Background: an optimization exercise with open tools, aiming at small area. Do not read the settings as production practice.
The RTL was checked by simulation tests, not by an equivalence proof against the original design.
Power and IR drop assume default switching activity.

TR:
// executeStage
module executeStage #(
    parameter int dataWidth    = 32,
    parameter int regAddrWidth = 5
) (
    input  logic              clk,
    input  logic              rstN,
    input  logic              clr,
    input  logic              regWriteD,
    input  logic [1:0]        resultSrcD,
    input  logic              memWriteD,
    input  logic              byteAddrD,
    input  logic [1:0]       jumpTypeD,
    input  logic [1:0]       branchTypeD,
    input  logic [2:0]       aluControlD,
    input  logic              aluSrcD,
    input  logic [31:0]      rd1D,
    input  logic [31:0]      rd2D,
    input  logic [31:0]      pcD,
    input  logic [4:0]       rs1D,
    input  logic [4:0]       rs2D,
    input  logic [4:0]       rdD,
    input  logic [31:0]      immExtD,
    input  logic [31:0]      pcPlus4D,
    input  logic [4:0]       rdW,
    input  logic              regWriteW,
    input  logic [31:0]      resultW,
    output logic              pcSrcE,
    output logic [31:0]      pcTargetE,
    output logic              regWriteM,
    output logic [1:0]        resultSrcM,
    output logic              memWriteM,
    output logic              byteAddrM,
    output logic [31:0]      aluResultM,
    output logic [31:0]      writeDataM,
    output logic [4:0]       rdM,
    output logic [31:0]      pcPlus4M
);
clock: 8.0 ns
lec_check: 0
cap_margin: 20
core_margin: 2
core_utilization: 58
gpl_timing_driven: 0
setup_slack_margin: 0
slew_margin: 20
standard.sh (not shown) runs the stock make flow with config.mk's settings and CLKGATE_MAP_FILE= SYNTH_SCRIPT=/design/flow/synth_recipe.tcl, a recipe that flattens the netlist after the stock synthesis.
==> flow/flow/run.sh <==
#!/bin/bash
# Layout flow: the standard ORFS flow with two changes.
#  - synthesis: the standard script, but ABC maps for area (map -a) and
#    then sizes gates for delay (flow/abc_area.script); registers are
#    untouched, so they keep the standard synthesis's names and cells.
#  - clock tree: smaller buffers, larger sink clusters, no dummy loads.
#  - placement: the smallest buffer on every port instead of the delay
#    cell that buffer_ports picks by default.
# Each tool's output goes to its own log in this folder.
set -euo pipefail
W=$PWD
rm -rf "$W/scripts_abc"
cp -r "$FLOW_HOME/scripts" "$W/scripts_abc"
cp "$W/flow/abc_area.script" "$W/scripts_abc/abc_area.script"
export BUFFER_PORTS_ARGS="-buffer_cell sky130_fd_sc_hd__buf_1"
export CTS_ARGS="-sink_clustering_enable -repair_clock_nets -dont_use_dummy_load -buf_list sky130_fd_sc_hd__clkbuf_8 -sink_clustering_size 17 -sink_clustering_max_diameter 70"
bash standard.sh SCRIPTS_DIR="$W/scripts_abc" ABC_AREA=1 synth > synth.log 2>&1
bash standard.sh finish > layout.log 2>&1
==> flow/flow/abc_area.script <==
strash
dch
map -a
topo
upsize
dnsize
Here is what was changed in the inputs of JK compared with TR.
- swapping 58 for 50 in CORE_UTILIZATION
- swapping 0 for 0.2 in SETUP_SLACK_MARGIN
diff --git a/flow/flow/run.sh b/flow/flow/run.sh
--- a/flow/flow/run.sh
+++ b/flow/flow/run.sh
@@ -15,3 +15,3 @@
 export BUFFER_PORTS_ARGS="-buffer_cell sky130_fd_sc_hd__buf_1"
-export CTS_ARGS="-sink_clustering_enable -repair_clock_nets -dont_use_dummy_load -buf_list sky130_fd_sc_hd__clkbuf_8 -sink_clustering_size 17 -sink_clustering_max_diameter 70"
+export CTS_ARGS="-sink_clustering_enable -repair_clock_nets -dont_use_dummy_load -buf_list sky130_fd_sc_hd__clkbuf_8 -sink_clustering_size 14 -sink_clustering_max_diameter 60"
 bash standard.sh SCRIPTS_DIR="$W/scripts_abc" ABC_AREA=1 synth > synth.log 2>&1
--- outcome ---
Looking at overall power consumption, JK sits 4.2% above TR. Comparing JK and TR, the lower wire length was measured on TR. JK — worst hold slack 0.015 ns higher, TR as reference. Global-route met3 utilization: JK < TR. Taking TR as the reference, in JK worst-path maximum fanout lower; total core area higher; die area higher.

========
The RTL this note starts from:
==> flow/design.v <==
package rvPkg;
    typedef logic [31:0] dataWord;
    typedef logic [4:0] regAddr;
    typedef enum logic [2:0] {
        aluAdd = 3'd0,
        aluSub = 3'd1,
        aluAnd = 3'd2,
        aluOr  = 3'd3,
        aluXor = 3'd4,
        aluSlt = 3'd5,
        aluSll = 3'd6,
        aluSrl = 3'd7
    } aluOp;
    typedef enum logic [1:0] {
        brNone = 2'd0,
        brBeq  = 2'd1,
        brBne  = 2'd2,
        brBlt  = 2'd3
    } branchKind;
    typedef enum logic [1:0] {
        jmpNone = 2'd0,
        jmpJal  = 2'd1,
        jmpJalr = 2'd2
    } jumpKind;
    typedef enum logic [1:0] {
        resAlu     = 2'd0,
        resMem     = 2'd1,
        resPcPlus4 = 2'd2
    } resultKind;
    typedef enum logic [1:0] {
        fwdRegFile = 2'd0,
        fwdFromMem = 2'd1,
        fwdFromWb  = 2'd2
    } fwdSel;
endpackage
module executeStage #(
    parameter int dataWidth    = 32,
    parameter int regAddrWidth = 5
) (
    input  logic              clk,
    input  logic              rstN,
    input  logic              clr,
    input  logic              regWriteD,
    input  logic [1:0]        resultSrcD,
    input  logic              memWriteD,
    input  logic              byteAddrD,
    input  logic [1:0]       jumpTypeD,
    input  logic [1:0]       branchTypeD,
    input  logic [2:0]       aluControlD,
    input  logic              aluSrcD,
    input  logic [31:0]      rd1D,
    input  logic [31:0]      rd2D,
    input  logic [31:0]      pcD,
    input  logic [4:0]       rs1D,
    input  logic [4:0]       rs2D,
    input  logic [4:0]       rdD,
    input  logic [31:0]      immExtD,
    input  logic [31:0]      pcPlus4D,
    input  logic [4:0]       rdW,
    input  logic              regWriteW,
    input  logic [31:0]      resultW,
    output logic              pcSrcE,
    output logic [31:0]      pcTargetE,
    output logic              regWriteM,
    output logic [1:0]        resultSrcM,
    output logic              memWriteM,
    output logic              byteAddrM,
    output logic [31:0]      aluResultM,
    output logic [31:0]      writeDataM,
    output logic [4:0]       rdM,
    output logic [31:0]      pcPlus4M
);
    logic        regWriteE, memWriteE;
    logic [1:0]  jumpTypeE, branchTypeE;
    logic [1:0]  resultSrcE;
    logic        byteAddrE, aluSrcE;
    logic [2:0]  aluControlE;
    logic [31:0] rd1E, rd2E, pcE, immExtE, pcPlus4E;
    logic [4:0]  rs1E, rs2E, rdE;
    always_ff @(posedge clk or negedge rstN) begin
        if (!rstN) begin
            regWriteE   <= 1'b0;
            memWriteE   <= 1'b0;
            jumpTypeE   <= 2'd0;
            branchTypeE <= 2'd0;
        end else begin
            regWriteE   <= regWriteD & ~clr;
            memWriteE   <= memWriteD & ~clr;
            jumpTypeE   <= jumpTypeD & {2{~clr}};
            branchTypeE <= branchTypeD & {2{~clr}};
        end
    end
    always_ff @(posedge clk) begin
        resultSrcE  <= resultSrcD;
        byteAddrE   <= byteAddrD;
        aluSrcE     <= aluSrcD;
        aluControlE <= aluControlD;
        rd1E        <= rd1D;
        rd2E        <= rd2D;
        pcE         <= pcD;
        immExtE     <= immExtD;
        pcPlus4E    <= pcPlus4D;
        rs1E        <= rs1D;
        rs2E        <= rs2D;
        rdE         <= rdD;
    end
    logic        fwdMOk;
    logic        aFromM, aFromW, bFromM, bFromW;
    logic [31:0] srcA, wdE;
    logic        rs1Nz, rs2Nz;
    logic [31:0] aEarly, bEarly;
    assign rs1Nz  = |rs1E;
    assign rs2Nz  = |rs2E;
    assign fwdMOk = regWriteM & (resultSrcM == 2'd0);
    assign aFromM = fwdMOk & rs1Nz & (rdM == rs1E);
    assign bFromM = fwdMOk & rs2Nz & (rdM == rs2E);
    assign aFromW = regWriteW & rs1Nz & ~aFromM & (rdW == rs1E);
    assign bFromW = regWriteW & rs2Nz & ~bFromM & (rdW == rs2E);
    assign aEarly = aFromM ? aluResultM : rd1E;
    assign bEarly = bFromM ? aluResultM : rd2E;
    assign srcA   = aFromW ? resultW : aEarly;
    assign wdE    = bFromW ? resultW : bEarly;
    logic [31:0] srcB, bx, aluG, aluP, aluSum, shIn, shOut, aluResultE;
    logic        isSub, sltBit;
    assign srcB  = aluSrcE ? immExtE : wdE;
    assign isSub = (aluControlE == 3'd1) | (aluControlE == 3'd5);
    assign bx    = srcB ^ {32{isSub}};
    assign aluG  = srcA & bx;
    assign aluP  = srcA ^ bx;
    bkAdd32 uAluAdd (.g(aluG), .p(aluP), .cin(isSub), .s(aluSum));
    assign sltBit = (srcA[31] ^ srcB[31]) ? srcA[31] : aluSum[31];
    always_comb begin
        for (int i = 0; i < 32; i++) shIn[i] = aluControlE[0] ? srcA[31-i] : srcA[i];
    end
    assign shOut = shIn << srcB[4:0];
    logic selArith, selAnd, selOr, selXor, selSlt, selSll, selSrl;
    logic [31:0] shRev;
    assign selArith = aluControlE[2:1] == 2'd0;
    assign selAnd   = aluControlE == 3'd2;
    assign selOr    = aluControlE == 3'd3;
    assign selXor   = aluControlE == 3'd4;
    assign selSlt   = aluControlE == 3'd5;
    assign selSll   = aluControlE == 3'd6;
    assign selSrl   = aluControlE == 3'd7;
    always_comb begin
        for (int i = 0; i < 32; i++) shRev[i] = shOut[31-i];
    end
    assign aluResultE = ({32{selArith}} & aluSum)
                      | ({32{selAnd | selOr}} & aluG)
                      | ({32{selXor | selOr}} & aluP)
                      | ({32{selSll}} & shOut)
                      | ({32{selSrl}} & shRev)
                      | {31'd0, selSlt & sltBit};
    logic        brEq, brLt, takeBranch, isJalr;
    logic [31:0] tBase, tSum;
    cmp32 uCmp (.a(srcA), .b(wdE), .eq(brEq), .lt(brLt));
    always_comb begin
        case (branchTypeE)
            2'd1:    takeBranch = brEq;
            2'd2:    takeBranch = ~brEq;
            2'd3:    takeBranch = brLt;
            default: takeBranch = 1'b0;
        endcase
    end
    assign isJalr = jumpTypeE[1];
    assign pcSrcE = (jumpTypeE != 2'd0) | takeBranch;
    assign tBase = isJalr ? srcA : pcE;
    ksAdd32 uTgtAdd (.g(tBase & immExtE), .p(tBase ^ immExtE), .cin(1'b0), .s(tSum));
    assign pcTargetE = {tSum[31:1], tSum[0] & ~isJalr};
    always_ff @(posedge clk or negedge rstN) begin
        if (!rstN) begin
            regWriteM <= 1'b0;
            memWriteM <= 1'b0;
        end else begin
            regWriteM <= regWriteE;
            memWriteM <= memWriteE;
        end
    end
    always_ff @(posedge clk) begin
        resultSrcM <= resultSrcE;
        byteAddrM  <= byteAddrE;
        aluResultM <= aluResultE;
        writeDataM <= wdE;
        rdM        <= rdE;
        pcPlus4M   <= pcPlus4E;
    end
endmodule
module ksAdd32 (
    input  logic [31:0] g,
    input  logic [31:0] p,
    input  logic        cin,
    output logic [31:0] s
);
    logic [31:0] G, P, Gn, Pn;
    always_comb begin
        G = g;
        P = p;
        G[0] = g[0] | (p[0] & cin);
        for (int l = 0; l < 5; l++) begin
            Gn = G;
            Pn = P;
            for (int i = 0; i < 32; i++) begin
                if (i >= (1 << l)) begin
                    Gn[i] = G[i] | (P[i] & G[i - (1 << l)]);
                    Pn[i] = P[i] & P[i - (1 << l)];
                end
            end
            G = Gn;
            P = Pn;
        end
        s[0] = p[0] ^ cin;
        for (int i = 1; i < 32; i++) s[i] = p[i] ^ G[i-1];
    end
endmodule
module skAdd32 (
    input  logic [31:0] g,
    input  logic [31:0] p,
    input  logic        cin,
    output logic [31:0] s
);
    logic [31:0] G, P, Gn, Pn;
    always_comb begin
        G = g;
        P = p;
        G[0] = g[0] | (p[0] & cin);
        for (int l = 0; l < 5; l++) begin
            Gn = G;
            Pn = P;
            for (int i = 0; i < 32; i++) begin
                if (((i >> l) & 1) == 1) begin
                    Gn[i] = G[i] | (P[i] & G[((i >> l) << l) - 1]);
                    Pn[i] = P[i] & P[((i >> l) << l) - 1];
                end
            end
            G = Gn;
            P = Pn;
        end
        s[0] = p[0] ^ cin;
        for (int i = 1; i < 32; i++) s[i] = p[i] ^ G[i-1];
    end
endmodule
module bkAdd32 (
    input  logic [31:0] g,
    input  logic [31:0] p,
    input  logic        cin,
    output logic [31:0] s
);
    logic [31:0] G, P;
    always_comb begin
        G = g;
        P = p;
        G[0] = g[0] | (p[0] & cin);
        for (int l = 0; l < 5; l++) begin
            for (int i = 0; i < 32; i++) begin
                if ((i + 1) % (2 << l) == 0) begin
                    G[i] = G[i] | (P[i] & G[i - (1 << l)]);
                    P[i] = P[i] & P[i - (1 << l)];
                end
            end
        end
        for (int l = 3; l >= 0; l--) begin
            for (int i = 0; i < 32; i++) begin
                if ((i + 1) % (2 << l) == (1 << l) && i >= (2 << l)) begin
                    G[i] = G[i] | (P[i] & G[i - (1 << l)]);
                    P[i] = P[i] & P[i - (1 << l)];
                end
            end
        end
        s[0] = p[0] ^ cin;
        for (int i = 1; i < 32; i++) s[i] = p[i] ^ G[i-1];
    end
endmodule
module cmp32 (
    input  logic [31:0] a,
    input  logic [31:0] b,
    output logic        eq,
    output logic        lt
);
    logic [31:0] E, L;
    always_comb begin
        E = ~(a ^ b);
        L = ~a & b;
        L[31] = a[31] & ~b[31];
        for (int l = 0; l < 5; l++) begin
            for (int i = 0; i < 32; i++) begin
                if ((i + 1) % (2 << l) == 0) begin
                    L[i] = L[i] | (E[i] & L[i - (1 << l)]);
                    E[i] = E[i] & E[i - (1 << l)];
                end
            end
        end
        eq = E[31];
        lt = L[31];
    end
endmodule
clock: 8.0 ns
lec_check: 0
cap_margin: 20
core_margin: 2
core_utilization: 58
gpl_timing_driven: 0
place_density: 0.75
setup_slack_margin: 0.1
slew_margin: 20
==> flow/flow/run.sh <==
#!/bin/bash
# Layout flow: the standard ORFS flow with two changes.
#  - synthesis: the standard script, but ABC maps for area (map -a) and
#    then sizes gates for delay (flow/abc_area.script); registers are
#    untouched, so they keep the standard synthesis's names and cells.
#  - clock tree: smaller buffers, larger sink clusters, no dummy loads.
#  - placement: the smallest buffer on every port instead of the delay
#    cell that buffer_ports picks by default.
# Each tool's output goes to its own log in this folder.
set -euo pipefail
W=$PWD
rm -rf "$W/scripts_abc"
cp -r "$FLOW_HOME/scripts" "$W/scripts_abc"
cp "$W/flow/abc_area.script" "$W/scripts_abc/abc_area.script"
export BUFFER_PORTS_ARGS="-buffer_cell sky130_fd_sc_hd__buf_1"
export CTS_ARGS="-sink_clustering_enable -repair_clock_nets -dont_use_dummy_load -buf_list sky130_fd_sc_hd__clkbuf_8 -sink_clustering_size 14 -sink_clustering_max_diameter 60"
bash standard.sh SCRIPTS_DIR="$W/scripts_abc" ABC_AREA=1 synth > synth.log 2>&1
bash standard.sh finish > layout.log 2>&1
Scripts as last shown in full above: flow/flow/abc_area.script
The starting point completed with no timing, DRC or antenna violations.
Edit:
Settings changed: PLACE_DENSITY 0.75 to not set.
- non-clock buffer count went up by 5
- final area stays flat
- total power shrinks slightly
- clock-buffer cell count shrinks by 2
- routed wire length is higher slightly
- first-iteration DRC count is higher slightly
- maximum frequency rises slightly
- critical path depth grows by 2
- hold slack improves by 0.041 ns
- die area stays the same
- setup slack is better by 0.079 ns

separate check: timing with driven ports:
Ports are ideal in the flow. The routed layouts listed here were re-timed in OpenROAD.
Step 1: set_driving_cell puts a clkbuf_16 on clk and a buf_2 on each other input, an assumption about the parent block.
Step 2 adds t to the input delays and takes it off the output delays; t is the mean of the earliest and latest rising clock arrival at the registers after step 1. Input paths then give back, and output paths get back, about the clock's delay inside the block.
Three values: ideal, step 1, step 2; two values: the first two.
run | t (ns) | slack for setup (ns) | worst data-port slew with drivers (ns)
TR | 0.598 | 0.312 / 0.285 / -0.221 | 0.05
JK | 0.631 | 0.570 / 0.545 / 0.039 | 0.05
the first run of note 2 | 0.619 | 0.285 / 0.240 / -0.212 | 0.06
the second run of note 2 | 0.615 | 0.364 / 0.337 / -0.200 | 0.06
Met with ideal ports but missed after step 2: setup timing in TR, the first run of note 2 and the second run of note 2. The setup slack of the second run of note 2, which loses most, moves by -0.027 ns with the drivers and by -0.564 ns with both steps.
